From an optimization exercise on the open Yosys and OpenROAD flow, aimed at small area; shortcuts taken in it are not production practice. Only simulation tests tie the RTL to the original design; equivalence was not proved. Power is estimated from default activity; no workload was simulated.

==> raven: inputs <==
// spi_trx_responder
module spi_trx_responder #(
  parameter int unsigned DEPTH   = 256,
  parameter int unsigned SYNC_FF = 2
) (
  input  logic       i_clk,
  input  logic       i_rstb,
  input  logic       i_sclk,
  input  logic       i_ss,
  input  logic       i_mosi,
  output logic       o_miso,
  output logic       o_miso_oe,
  output logic       o_wr_stb,
  output logic [7:0] o_wr_addr,
  output logic [7:0] o_wr_data,
  output logic       o_frame_done,
  output logic       o_frame_err,
  input  logic       i_host_we,
  input  logic [7:0] i_host_addr,
  input  logic [7:0] i_host_wdata,
  output logic [7:0] o_host_rdata
);
  localparam logic [4:0]  CNT_SAT   = 5'(spi_trx_pkg::FRAME_W + 1);
  logic [1:0] rst_sync_q;
  logic       rst_n;
  always_ff @(posedge i_clk or negedge i_rstb) begin
    if (!i_rstb) rst_sync_q <= 2'b00;
    else         rst_sync_q <= {rst_sync_q[0], 1'b1};
  end
  assign rst_n = rst_sync_q[1];
  logic sclk_s, sclk_rise, sclk_fall;
  logic ss_s, ss_rise, ss_fall;
  logic mosi_s, mosi_rise, mosi_fall;
  spi_sync_edge #(.SYNC_FF(SYNC_FF), .RST_VAL(1'b0)) u_sync_sclk (
    .i_clk(i_clk), .i_rstb(rst_n), .i_d(i_sclk),
    .o_q(sclk_s), .o_rise(sclk_rise), .o_fall(sclk_fall)
  );
  spi_sync_edge #(.SYNC_FF(SYNC_FF), .RST_VAL(1'b1)) u_sync_ss (
    .i_clk(i_clk), .i_rstb(rst_n), .i_d(i_ss),
    .o_q(ss_s), .o_rise(ss_rise), .o_fall(ss_fall)
  );
  spi_sync_edge #(.SYNC_FF(SYNC_FF), .RST_VAL(1'b0)) u_sync_mosi (
    .i_clk(i_clk), .i_rstb(rst_n), .i_d(i_mosi),
    .o_q(mosi_s), .o_rise(mosi_rise), .o_fall(mosi_fall)
  );
  logic unused_sync;
  assign unused_sync = ^{sclk_s, mosi_rise, mosi_fall};
  logic        active_q, active_d;
  logic [4:0]  bit_cnt_q, bit_cnt_d;
  logic [7:0]  shreg_q, shreg_d;
  logic        cmd_rd_q, cmd_rd_d;
  logic [7:0]  addr_q, addr_d;
  logic        rd_load_q, rd_load_d;
  logic [7:0]  miso_sh_q, miso_sh_d;
  logic        miso_q, miso_d;
  logic        wr_stb_q, wr_stb_d;
  logic        done_q, done_d;
  logic        ferr_q, ferr_d;
  logic [7:0]  host_rdata_q, host_rdata_d;
  logic        spi_we;
  logic [7:0]  byte_in;
  logic        frame_ok;
  ...
Settings: LEC_CHECK=0, CAP_MARGIN=10, CORE_MARGIN=2, CORE_UTILIZATION=34, GPL_TIMING_DRIVEN=0, PLACE_DENSITY=0.4, SLEW_MARGIN=10, SYNTH_HIERARCHICAL=1; clock period 10.0 ns.
standard.sh (not shown) runs the stock make flow with config.mk's settings and CLKGATE_MAP_FILE= SYNTH_SCRIPT=/design/flow/synth_recipe.tcl, a recipe that flattens the netlist after the stock synthesis.
==> flow/flow/run.sh <==
#!/bin/bash
# Own layout flow: the standard synthesis, then post-synthesis area recovery
# (flow/shrink.tcl: smallest drive strengths, synthesis buffers removed), then
# the standard floorplan-to-finish steps with a leaner clock tree (clkbuf_8
# sinks in larger clusters, no dummy loads) and without the largest buffers
# and gates (x6 to x16 drive) for repair. Each tool's output goes to a log
# file of its own in this folder.
set -euo pipefail
R=orfs/results/${FLOW_PLATFORM}/spi_trx_responder/base
bash standard.sh synth > flow_synth.log 2>&1
cp "$R/1_synth.odb" "$R/1_synth.std.odb"
SHRINK_ODB="$R/1_synth.odb" openroad -no_init -exit flow/shrink.tcl > flow_shrink.log 2>&1
touch "$R/1_synth.sdc"
P=sky130_fd_sc_hd__
PLATFORM_DONT_USE="${P}probe_p_8 ${P}probec_p_8 ${P}lpflow_bleeder_1 ${P}lpflow_clkbufkapwr_1 ${P}lpflow_clkbufkapwr_16 ${P}lpflow_clkbufkapwr_2 ${P}lpflow_clkbufkapwr_4 ${P}lpflow_clkbufkapwr_8 ${P}lpflow_clkinvkapwr_1 ${P}lpflow_clkinvkapwr_16 ${P}lpflow_clkinvkapwr_2 ${P}lpflow_clkinvkapwr_4 ${P}lpflow_clkinvkapwr_8 ${P}lpflow_decapkapwr_12 ${P}lpflow_decapkapwr_3 ${P}lpflow_decapkapwr_4 ${P}lpflow_decapkapwr_6 ${P}lpflow_decapkapwr_8 ${P}lpflow_inputiso0n_1 ${P}lpflow_inputiso0p_1 ${P}lpflow_inputiso1n_1 ${P}lpflow_inputiso1p_1 ${P}lpflow_inputisolatch_1 ${P}lpflow_isobufsrc_1 ${P}lpflow_isobufsrc_16 ${P}lpflow_isobufsrc_2 ${P}lpflow_isobufsrc_4 ${P}lpflow_isobufsrc_8 ${P}lpflow_isobufsrckapwr_16 ${P}lpflow_lsbuf_lh_hl_isowell_tap_1 ${P}lpflow_lsbuf_lh_hl_isowell_tap_2 ${P}lpflow_lsbuf_lh_hl_isowell_tap_4 ${P}lpflow_lsbuf_lh_isowell_4 ${P}lpflow_lsbuf_lh_isowell_tap_1 ${P}lpflow_lsbuf_lh_isowell_tap_2 ${P}lpflow_lsbuf_lh_isowell_tap_4"
BIG="${P}buf_12 ${P}buf_16 ${P}buf_8 ${P}bufbuf_16 ${P}bufbuf_8 ${P}bufinv_16 ${P}bufinv_8 ${P}ebufn_8 ${P}einvn_8 ${P}einvp_8 ${P}inv_12 ${P}inv_16 ${P}inv_8 ${P}mux2_8 ${P}nand2_8 ${P}nor2_8 ${P}buf_6 ${P}inv_6"
bash standard.sh "DONT_USE_CELLS=$PLATFORM_DONT_USE $BIG" \
  "CTS_ARGS=-sink_clustering_enable -repair_clock_nets -dont_use_dummy_load -buf_list {${P}clkbuf_8} -sink_clustering_size 12 -sink_clustering_max_diameter 60" \
  RECOVER_POWER=100 finish > flow_finish.log 2>&1
Other scripts of this flow, unchanged in this note and not shown: flow/flow/shrink.tcl
==> sierra (differences from raven) <==
==> flow/flow/run.sh (replaced) <==
#!/bin/bash
# Own layout flow: the standard synthesis, then post-synthesis area recovery
# (flow/shrink.tcl: smallest drive strengths, synthesis buffers removed), then
# the standard floorplan-to-finish steps with a leaner clock tree (no dummy
# loads). Each tool's output goes to a log file of its own in this folder.
set -euo pipefail
R=orfs/results/${FLOW_PLATFORM}/spi_trx_responder/base
bash standard.sh synth > flow_synth.log 2>&1
cp "$R/1_synth.odb" "$R/1_synth.std.odb"
SHRINK_ODB="$R/1_synth.odb" openroad -no_init -exit flow/shrink.tcl > flow_shrink.log 2>&1
touch "$R/1_synth.sdc"
bash standard.sh "CTS_ARGS=-sink_clustering_enable -repair_clock_nets -dont_use_dummy_load -buf_list {sky130_fd_sc_hd__clkbuf_8} -sink_clustering_size 14 -sink_clustering_max_diameter 45" finish > flow_finish.log 2>&1
==> flow/config.mk (replaced) <==
export PLATFORM = sky130hd
export DESIGN_NAME = spi_trx_responder
export DESIGN_NICKNAME = spi_trx_responder
export VERILOG_FILES = /design/flow/design.v
export SDC_FILE = /design/flow/constraint.sdc
export NUM_CORES = 4
export LEC_CHECK = 0
export CAP_MARGIN = 20
export CORE_MARGIN = 2
export CORE_UTILIZATION = 40
export PLACE_DENSITY = 0.46
export SLEW_MARGIN = 20
export SYNTH_HIERARCHICAL = 1
==> garnet (differences from raven) <==
--- a/flow/flow/run.sh
+++ b/flow/flow/run.sh
@@ -15,5 +15,5 @@
 PLATFORM_DONT_USE="${P}probe_p_8 ${P}probec_p_8 ${P}lpflow_bleeder_1 ${P}lpflow_clkbufkapwr_1 ${P}lpflow_clkbufkapwr_16 ${P}lpflow_clkbufkapwr_2 ${P}lpflow_clkbufkapwr_4 ${P}lpflow_clkbufkapwr_8 ${P}lpflow_clkinvkapwr_1 ${P}lpflow_clkinvkapwr_16 ${P}lpflow_clkinvkapwr_2 ${P}lpflow_clkinvkapwr_4 ${P}lpflow_clkinvkapwr_8 ${P}lpflow_decapkapwr_12 ${P}lpflow_decapkapwr_3 ${P}lpflow_decapkapwr_4 ${P}lpflow_decapkapwr_6 ${P}lpflow_decapkapwr_8 ${P}lpflow_inputiso0n_1 ${P}lpflow_inputiso0p_1 ${P}lpflow_inputiso1n_1 ${P}lpflow_inputiso1p_1 ${P}lpflow_inputisolatch_1 ${P}lpflow_isobufsrc_1 ${P}lpflow_isobufsrc_16 ${P}lpflow_isobufsrc_2 ${P}lpflow_isobufsrc_4 ${P}lpflow_isobufsrc_8 ${P}lpflow_isobufsrckapwr_16 ${P}lpflow_lsbuf_lh_hl_isowell_tap_1 ${P}lpflow_lsbuf_lh_hl_isowell_tap_2 ${P}lpflow_lsbuf_lh_hl_isowell_tap_4 ${P}lpflow_lsbuf_lh_isowell_4 ${P}lpflow_lsbuf_lh_isowell_tap_1 ${P}lpflow_lsbuf_lh_isowell_tap_2 ${P}lpflow_lsbuf_lh_isowell_tap_4"
 BIG="${P}buf_12 ${P}buf_16 ${P}buf_8 ${P}bufbuf_16 ${P}bufbuf_8 ${P}bufinv_16 ${P}bufinv_8 ${P}ebufn_8 ${P}einvn_8 ${P}einvp_8 ${P}inv_12 ${P}inv_16 ${P}inv_8 ${P}mux2_8 ${P}nand2_8 ${P}nor2_8 ${P}buf_6 ${P}inv_6"
 bash standard.sh "DONT_USE_CELLS=$PLATFORM_DONT_USE $BIG" \
-  "CTS_ARGS=-sink_clustering_enable -repair_clock_nets -dont_use_dummy_load -buf_list {${P}clkbuf_8} -sink_clustering_size 12 -sink_clustering_max_diameter 60" \
-  RECOVER_POWER=100 finish > flow_finish.log 2>&1
+  "CTS_ARGS=-sink_clustering_enable -repair_clock_nets -dont_use_dummy_load -buf_list {${P}clkbuf_8} -sink_clustering_size 14 -sink_clustering_max_diameter 65" \
+  "BUFFER_PORTS_ARGS=-inputs -outputs -buffer_cell ${P}buf_2" finish > flow_finish.log 2>&1
--- a/flow/config.mk
+++ b/flow/config.mk
@@ -7,8 +7,8 @@
 export LEC_CHECK = 0
 export CAP_MARGIN = 10
 export CORE_MARGIN = 2
-export CORE_UTILIZATION = 34
+export CORE_UTILIZATION = 40
 export GPL_TIMING_DRIVEN = 0
-export PLACE_DENSITY = 0.4
+export PLACE_DENSITY = 0.46
 export SLEW_MARGIN = 10
 export SYNTH_HIERARCHICAL = 1
==> notes <==
garnet finished with capacitance limit, slew limit left. sierra finished with timing, DRC and antenna clean. raven completed, yet does not pass: capacitance limit, slew limit, setup timing.
Of raven and garnet, raven has the higher final cell count (gap about 4%, measured against garnet).
The highest total power belongs to sierra, the lowest to garnet.
The highest register-to-register slack belongs to sierra, the lowest to raven.
Of raven and sierra, sierra has the higher non-clock buffer count (gap 278).
In sierra the routed wire length is higher than in garnet, by 3.6%.
In area after synthesis, garnet and sierra do not differ.
Worst hold slack: garnet < sierra < raven.
In synthesized cell count, garnet and sierra do not differ.
Against garnet, the worst setup slack of sierra is better by 1.2 ns.
Sequential cell count is the same in sierra and garnet.
==> figures <==
metric                                                                                                 raven                 sierra                         garnet
Violation count after the first detailed-route iteration                                               18804                  24431                          21025
Switching power summed over all nets                                                                 6.42 mW                6.80 mW                        6.31 mW
Worst setup SP type                                                                                input pin               register                       register
Final clock-cell share                                                                                 2.98%                  4.36%                          2.55%
Final area over synthesized area                                                                      1.120x                 1.162x                         1.107x
First-pass DRT Iterations                                                                                 17                     14                             13
Total via count in the routed design                                                                  104878                 108510                         105276
Post-DP HPWL                                                                                          410 mm                 394 mm                         393 mm
Count of fill cells added during filler insertion                                                      26809                  21945                          22232
TritonCTS buffer count                                                                                   220                    334                            186
Final critical-path required period                                                                 10.12 ns                8.43 ns                        9.63 ns
Outcome                                                                                      failed layout checks  no timing/DRC/antenna violations                failed layout checks
Violated checks                                                  capacitance limit, slew limit, setup timing                      -  capacitance limit, slew limit
Final Power                                                                                          18.9 mW                20.4 mW                        18.5 mW
Worst min-delay path class                                                              register to register  register to async pin          register to async pin
Stage delay of the slowest cell on the critical path                                                 1.13 ns                0.99 ns                        1.42 ns
Insertion delay of the later-clocked pin in the worst-skew pair                                      1.12 ns                1.13 ns                        1.05 ns
Data arrival time of the worst path                                                                 11.11 ns                9.36 ns                       10.56 ns
Post-Route Utilization                                                                                 38.3%                  46.8%                          44.6%
Number of placement rows                                                                                 189                    174                            174
Antenna violations before repair                                                                          39                     72                             65
Buffers plus inverters on the worst setup path                                                             5                      4                              1
Bufs w/o clock                                                                                           342                    620                            344

[static timing again, ports no longer ideal]
In the flow no input, the clock included, has a driving cell. The finished layouts below were timed again as built, in two steps. Step 1 sets driving cells, clkbuf_16 on the clock port and buf_2 on the other inputs (assumed; they add their load-dependent delay and slew). Step 2 adds t to the input delays and takes it off the output delays; t is the mean of the earliest and latest rising clock arrival at the registers after step 1. Input paths then give back, and output paths get back, about the clock's delay inside the block. a / b / c = ideal ports / drivers / drivers and shift; a / b = the first two.
run	t (ns)	setup slack, ns	clock arrival spread, ns	slew at the worst register clock pin (ns)	pins driven straight from the clock port
raven	1.190	-0.123 / -0.053 / -1.243	0.088 / 0.088	0.10 / 0.10	1
sierra	1.181	1.566 / 1.566 / 0.691	0.098 / 0.098	0.09 / 0.09	1
garnet	1.099	0.366 / 0.366 / 0.010	0.077 / 0.077	0.11 / 0.11	1
For raven, which loses most, drivers alone change the setup slack by +0.070 ns; drivers and shift together by -1.120 ns.
